Source: an optimization exercise on an open RTL-to-GDS flow (aim: small area, a short achievable clock period and few clock cycles). Production flows keep margins and buffers that such runs may drop. Power figures rest on the tool's default switching activity, not on a simulated workload.

Setup of build 10:
==> flow/design.v <==
package cic_decim_pkg;
  typedef enum logic [0:0] {
    ErrUpstream = 1'b0,
    ErrSequence = 1'b1
  } cic_err_bit_e;
  function automatic integer cic_growth(input integer rate, input integer m, input integer n);
    reg [127:0] prod;
    integer     i, b;
    begin
      prod = 128'd1;
      for (i = 0; i < n; i = i + 1) prod = prod * rate * m;
      cic_growth = 0;
      for (b = 0; b < 128; b = b + 1) if ((128'd1 << b) < prod) cic_growth = b + 1;
    end
  endfunction
  function automatic integer cic_ch_w(input integer channels);
    cic_ch_w = (channels > 1) ? $clog2(channels) : 1;
  endfunction
  localparam int unsigned DefW    = 16 + cic_growth(125, 1, 4);
  localparam int unsigned DefChW  = cic_ch_w(2);
endpackage
module cic_comb_chain #(
  parameter int unsigned W          = 44,
  parameter int unsigned STAGES     = 4,
  parameter int unsigned DIFF_DELAY = 1
) (
  input  logic [W-1:0]                           x,
  input  logic [STAGES*DIFF_DELAY-1:0][W-1:0]    dly,
  output logic [W-1:0]                           y,
  output logic [STAGES*DIFF_DELAY-1:0][W-1:0]    dly_next
);
  always_comb begin
    logic [W-1:0] stage_in;
    stage_in = x;
    for (int s = 0; s < STAGES; s++) begin
      dly_next[s*DIFF_DELAY] = stage_in;
      for (int j = 1; j < DIFF_DELAY; j++) dly_next[s*DIFF_DELAY+j] = dly[s*DIFF_DELAY+j-1];
      stage_in = stage_in - dly[s*DIFF_DELAY+DIFF_DELAY-1];
    end
    y = stage_in;
  end
endmodule
module cic_decim #(
  parameter int unsigned IN_W       = 16,
  parameter int unsigned OUT_W      = 16,
  parameter int unsigned STAGES     = 4,
  parameter int unsigned RATE       = 125,
  parameter int unsigned DIFF_DELAY = 1,
  parameter int unsigned CHANNELS   = 2,
  parameter int unsigned CH_W       = cic_decim_pkg::cic_ch_w(CHANNELS)
) (
  input  logic             clk,
  input  logic             reset_n,
  input  logic [IN_W-1:0]  in_data,
  input  logic [CH_W-1:0]  in_channel,
  input  logic             in_valid,
  output logic             in_ready,
  input  logic [1:0]       in_error,
  input  logic             in_startofpacket,
  input  logic             in_endofpacket,
  output logic [OUT_W-1:0] out_data,
  output logic [CH_W-1:0]  out_channel,
  output logic             out_valid,
  input  logic             out_ready,
  output logic [1:0]       out_error,
  output logic             out_startofpacket,
  output logic             out_endofpacket
);
  localparam int unsigned W    = IN_W + cic_decim_pkg::cic_growth(RATE, DIFF_DELAY, STAGES);
  localparam int unsigned PH_W = $clog2(RATE);
  logic unused_eop;
  assign unused_eop = in_endofpacket;
  logic [1:0]      rst_sh;       
  logic [2:0]      clr_cnt;      
  logic [2:0]      rpos;         
  logic            in_ready_q;
  logic            iv;           
  logic            go_q;         
  logic            cons_q;       
  logic            isd_q;        
  logic            exp_ch;
  logic [1:0][PH_W-1:0] ph;
  logic [1:0][1:0] err;
  logic [1:0]      pend;         
  logic            older;        
  logic            st1, st2;     
  logic            msel;         
  logic            p2, p2c, dmp;  
  logic            out_valid_q;
  logic [IN_W-1:0] id;
  logic            che, sok, algn;
  logic [1:0]      ierr;
  logic [W-1:0]    s0_a, s0_b, s0_c, s0_d, s0_w;
  logic [W-1:0]    s1_a, s1_b, s1_c, s1_d, s1_w;
  logic [5:0][W-1:0] dr;         
  logic [W-1:0]    acc;
  logic [1:0][1:0] res_err;
  logic [OUT_W-1:0] out_data_q;
  logic            out_ch_q, out_sop_q;
  logic [1:0]      out_err_q;
  logic clr_int, clr_dly, hd;
  assign clr_int = rst_sh[1];
  assign clr_dly = (clr_cnt != 3'd6);
  assign hd      = rpos[0];
  logic start, proc_c, order_ok;
  assign proc_c   = (rpos >= 3'd3);
  assign order_ok = !pend[~proc_c] || (older == proc_c);
  assign start    = (rpos == 3'd0 || rpos == 3'd3) && pend[proc_c] && order_ok && !out_valid_q;
  logic exp_ch_n, ld, iv_n, che_in, che_n, sok_n, algn_n, blkc_n, go_n, cons_n;
  logic [1:0] pend_n, ph124_n, blk_n;
  logic [1:0][PH_W-1:0] ph_n;
  always_comb begin
    exp_ch_n = go_q ? ~che : exp_ch;
    ph_n = ph;
    if (go_q) ph_n[che] = isd_q ? '0 : ph[che] + PH_W'(1);
    pend_n = pend;
    if (start) pend_n[proc_c] = 1'b0;
    if (dmp) pend_n[~hd] = 1'b1;
    for (int c = 0; c < 2; c++) begin
      ph124_n[c] = (ph_n[c] == PH_W'(RATE - 1));
      blk_n[c]   = pend_n[c] && ph124_n[c];
    end
  end
  assign ld     = !iv || cons_q;           
  assign iv_n   = ld ? in_valid : iv;
  assign che_in = in_startofpacket ? 1'b0 : in_channel;
  assign che_n  = ld ? che_in : che;
  assign sok_n  = ld ? (in_startofpacket || (in_channel == exp_ch_n)) : sok;
  assign algn_n = ld ? (che_in != hd) : !algn;
  assign blkc_n = blk_n[che_n];
  assign go_n   = iv_n && sok_n && algn_n && !blkc_n;
  assign cons_n = iv_n && (!sok_n || (algn_n && !blkc_n));
  logic [W-1:0] xg, am, bm, ag, cm, dm, bg, cg, c_new, d_new;
  assign xg = go_q ? {{(W-IN_W){id[IN_W-1]}}, id} : '0;
  assign am = clr_int ? '0 : s0_a;
  assign bm = clr_int ? '0 : s0_b;
  assign ag = go_q ? am : '0;
  assign cm = clr_int ? '0 : s1_c;
  assign dm = clr_int ? '0 : s1_d;
  assign bg = p2 ? s1_b : '0;
  assign cg = p2c ? s1_c : '0;
  assign c_new = cm + bg;
  assign d_new = dm + cg + bg;
  logic [W-1:0] m, diff;
  assign m    = msel ? acc : s0_w;
  assign diff = m - dr[0];
  always_ff @(posedge clk or negedge reset_n) begin
    if (!reset_n) begin
      rst_sh      <= 2'b11;
      clr_cnt     <= '0;
      rpos        <= '0;
      in_ready_q  <= 1'b1;
      iv          <= 1'b0;
      go_q        <= 1'b0;
      cons_q      <= 1'b0;
      isd_q       <= 1'b0;
      exp_ch      <= 1'b0;
      ph          <= '0;
      err         <= '0;
      pend        <= '0;
      older       <= 1'b0;
      st1         <= 1'b0;
      st2         <= 1'b0;
      msel        <= 1'b0;
      p2          <= 1'b0;
      p2c         <= 1'b0;
      dmp         <= 1'b0;
      out_valid_q <= 1'b0;
    end else begin
      rst_sh     <= {rst_sh[0], 1'b0};
      if (clr_cnt != 3'd6) clr_cnt <= clr_cnt + 3'd1;
      rpos       <= (rpos == 3'd5) ? 3'd0 : rpos + 3'd1;
      iv         <= iv_n;
      in_ready_q <= !iv_n || cons_n;
      go_q       <= go_n;
      cons_q     <= cons_n;
      isd_q      <= go_n && ph124_n[che_n];
      exp_ch     <= exp_ch_n;
      ph         <= ph_n;
      pend       <= pend_n;
      if (dmp) older <= (pend[hd] && !(start && proc_c == hd)) ? hd : ~hd;
      if (go_q) begin
        err[che] <= isd_q ? 2'b00 : (err[che] | ierr);
      end else if (cons_q) begin
        err[exp_ch][1] <= 1'b1;
      end
      p2   <= go_q;
      p2c  <= go_q && !rst_sh[0];
      dmp  <= isd_q;
      st1  <= start;
      st2  <= st1;
      msel <= start || st1;
      if (st2) out_valid_q <= 1'b1;
      else if (out_ready) out_valid_q <= 1'b0;
    end
  end
  always_ff @(posedge clk) begin
    if (ld) begin
      id   <= in_data;
      ierr <= in_error;
    end
    che  <= che_n;
    sok  <= sok_n;
    algn <= algn_n;
    if (isd_q) res_err[che] <= err[che] | ierr;
    s1_a <= am + xg;
    s1_b <= bm + ag + xg;
    s1_c <= s0_c;
    s1_d <= s0_d;
    s1_w <= s0_w;
    s0_a <= s1_a;
    s0_b <= s1_b;
    s0_c <= c_new;
    s0_d <= dmp ? '0 : d_new;
    s0_w <= dmp ? d_new : s1_w;
    for (int i = 0; i < 5; i++) dr[i] <= dr[i+1];
    dr[5] <= (start || msel) ? m : (clr_dly ? '0 : dr[0]);
    acc   <= diff;
    if (st2) begin
      out_data_q <= diff[W-1 -: OUT_W];
      out_ch_q   <= proc_c;
      out_sop_q  <= !proc_c;
      out_err_q  <= res_err[proc_c];
    end
  end
  assign in_ready          = in_ready_q;
  assign out_valid         = out_valid_q;
  assign out_data          = out_data_q;
  assign out_channel       = out_ch_q;
  assign out_error         = out_err_q;
  assign out_startofpacket = out_sop_q;
  assign out_endofpacket   = out_ch_q;
endmodule
make LEC_CHECK=0 CAP_MARGIN=20 CORE_MARGIN=2 CORE_UTILIZATION=40 SLEW_MARGIN=20 finish   # period 18.0 ns
run.sh (not shown) runs the stock make flow with config.mk's settings and CLKGATE_MAP_FILE= SYNTH_SCRIPT=/design/flow/synth_recipe.tcl, a recipe that flattens the netlist after the stock synthesis.
Edits applied to the flow inputs when going from build 10 to build 11:
-- flow/design.v --
<<< build 10, line 86
  logic            st1, st2;     
  logic            msel;         
  logic            p2, p2c, dmp;  
  logic            out_valid_q;
  logic [IN_W-1:0] id;
>>> build 11, line 86
  logic            st1, st2;     
  logic            msel;         
  logic            p2, dmp;      
  logic            out_valid_q;
  logic [IN_W-1:0] id;
<<< build 10, line 131
  assign go_n   = iv_n && sok_n && algn_n && !blkc_n;
  assign cons_n = iv_n && (!sok_n || (algn_n && !blkc_n));
  logic [W-1:0] xg, am, bm, ag, cm, dm, bg, cg, c_new, d_new;
  assign xg = go_q ? {{(W-IN_W){id[IN_W-1]}}, id} : '0;
  assign am = clr_int ? '0 : s0_a;
  assign bm = clr_int ? '0 : s0_b;
  assign ag = go_q ? am : '0;
  assign cm = clr_int ? '0 : s1_c;
  assign dm = clr_int ? '0 : s1_d;
  assign bg = p2 ? s1_b : '0;
  assign cg = p2c ? s1_c : '0;
  assign c_new = cm + bg;
  assign d_new = dm + cg + bg;
  logic [W-1:0] m, diff;
  assign m    = msel ? acc : s0_w;
>>> build 11, line 131
  assign go_n   = iv_n && sok_n && algn_n && !blkc_n;
  assign cons_n = iv_n && (!sok_n || (algn_n && !blkc_n));
  logic [W-1:0] xg, ag, bg, cg, a_new, b_new, c_new, d_new;
  assign xg = go_q ? {{(W-IN_W){id[IN_W-1]}}, id} : '0;
  assign ag = go_q ? s0_a : '0;
  assign bg = p2 ? s1_b : '0;
  assign cg = p2 ? s1_c : '0;
  assign a_new = s0_a + xg;
  assign b_new = s0_b + ag + xg;
  assign c_new = s1_c + bg;
  assign d_new = s1_d + cg + bg;
  logic [W-1:0] m, diff;
  assign m    = msel ? acc : s0_w;
<<< build 10, line 164
      msel        <= 1'b0;
      p2          <= 1'b0;
      p2c         <= 1'b0;
      dmp         <= 1'b0;
      out_valid_q <= 1'b0;
>>> build 11, line 162
      msel        <= 1'b0;
      p2          <= 1'b0;
      dmp         <= 1'b0;
      out_valid_q <= 1'b0;
<<< build 10, line 186
      end
      p2   <= go_q;
      p2c  <= go_q && !rst_sh[0];
      dmp  <= isd_q;
      st1  <= start;
>>> build 11, line 183
      end
      p2   <= go_q;
      dmp  <= isd_q;
      st1  <= start;
<<< build 10, line 204
    algn <= algn_n;
    if (isd_q) res_err[che] <= err[che] | ierr;
    s1_a <= am + xg;
    s1_b <= bm + ag + xg;
    s1_c <= s0_c;
    s1_d <= s0_d;
    s1_w <= s0_w;
    s0_a <= s1_a;
    s0_b <= s1_b;
    s0_c <= c_new;
    s0_d <= dmp ? '0 : d_new;
>>> build 11, line 200
    algn <= algn_n;
    if (isd_q) res_err[che] <= err[che] | ierr;
    s1_a <= a_new;
    s1_b <= b_new;
    s1_c <= clr_int ? '0 : s0_c;
    s1_d <= clr_int ? '0 : s0_d;
    s1_w <= s0_w;
    s0_a <= clr_int ? '0 : s1_a;
    s0_b <= clr_int ? '0 : s1_b;
    s0_c <= c_new;
    s0_d <= dmp ? '0 : d_new;
### Flow results
- Data-path buffer share of cell area in the final layout: build 10 vs build 11, no meaningful difference
- Diff build 10 -> build 11: routed via count went up; met2 routed wirelength rose by 4.8%; synthesized-area fraction occupied by ao, oa, aoi and oai cells went up by 0.79 points; clock skew increased by 5.8 ps relative to the old numbers.
- Build 10 ended up with dfstp_4 as its library cell contributing the largest single delay on the critical path; build 11 ended up with clkdlybuf4s50_1.
- Source-to-sink clock delay at the later pin of the worst-skew pair: build 11 vs build 10, no meaningful difference
- Cmp build 10 and build 11 / proportion of power drawn by the clock network / higher: build 11
- For build 11, the start point of the critical path was in_ready_q$_DFF_PN1_, unlike build 10, where it was rst_sh[1]$_DFF_PN1_.
- Between build 10 and build 11, the worst hold-check slack figures differ only marginally.
No run of this note included a check of the RTL's function; only the layout flow was run.

[static timing again, ports no longer ideal]
The flow's constraints put no driver on any port. The routed layouts listed below were extracted and timed again, unchanged, in two steps. Step 1 (the two cells are an assumption about what drives the block):
set clk [get_ports {clk}]
set_driving_cell -lib_cell sky130_fd_sc_hd__clkbuf_16 $clk
set_driving_cell -lib_cell sky130_fd_sc_hd__buf_2 [delete_from_list [all_inputs] $clk]
Step 2, shift: input delay + t, output delay - t, t = (earliest + latest rising clock arrival at the registers) / 2. This alone moves slack from input paths to output paths. Three values: no drivers, after step 1, after step 2; two values: the first two.
run	t (ns)	setup slack, ns	worst register clock-pin slew, ns
build 10	0.663	12.381 / 12.381 / 12.304	0.07 / 0.07
build 11	0.679	12.744 / 12.686 / 12.446	0.06 / 0.06
After both steps every run listed still meets setup and hold. The setup slack of build 11, which loses most, moves by -0.058 ns with the drivers and by -0.298 ns with both steps.
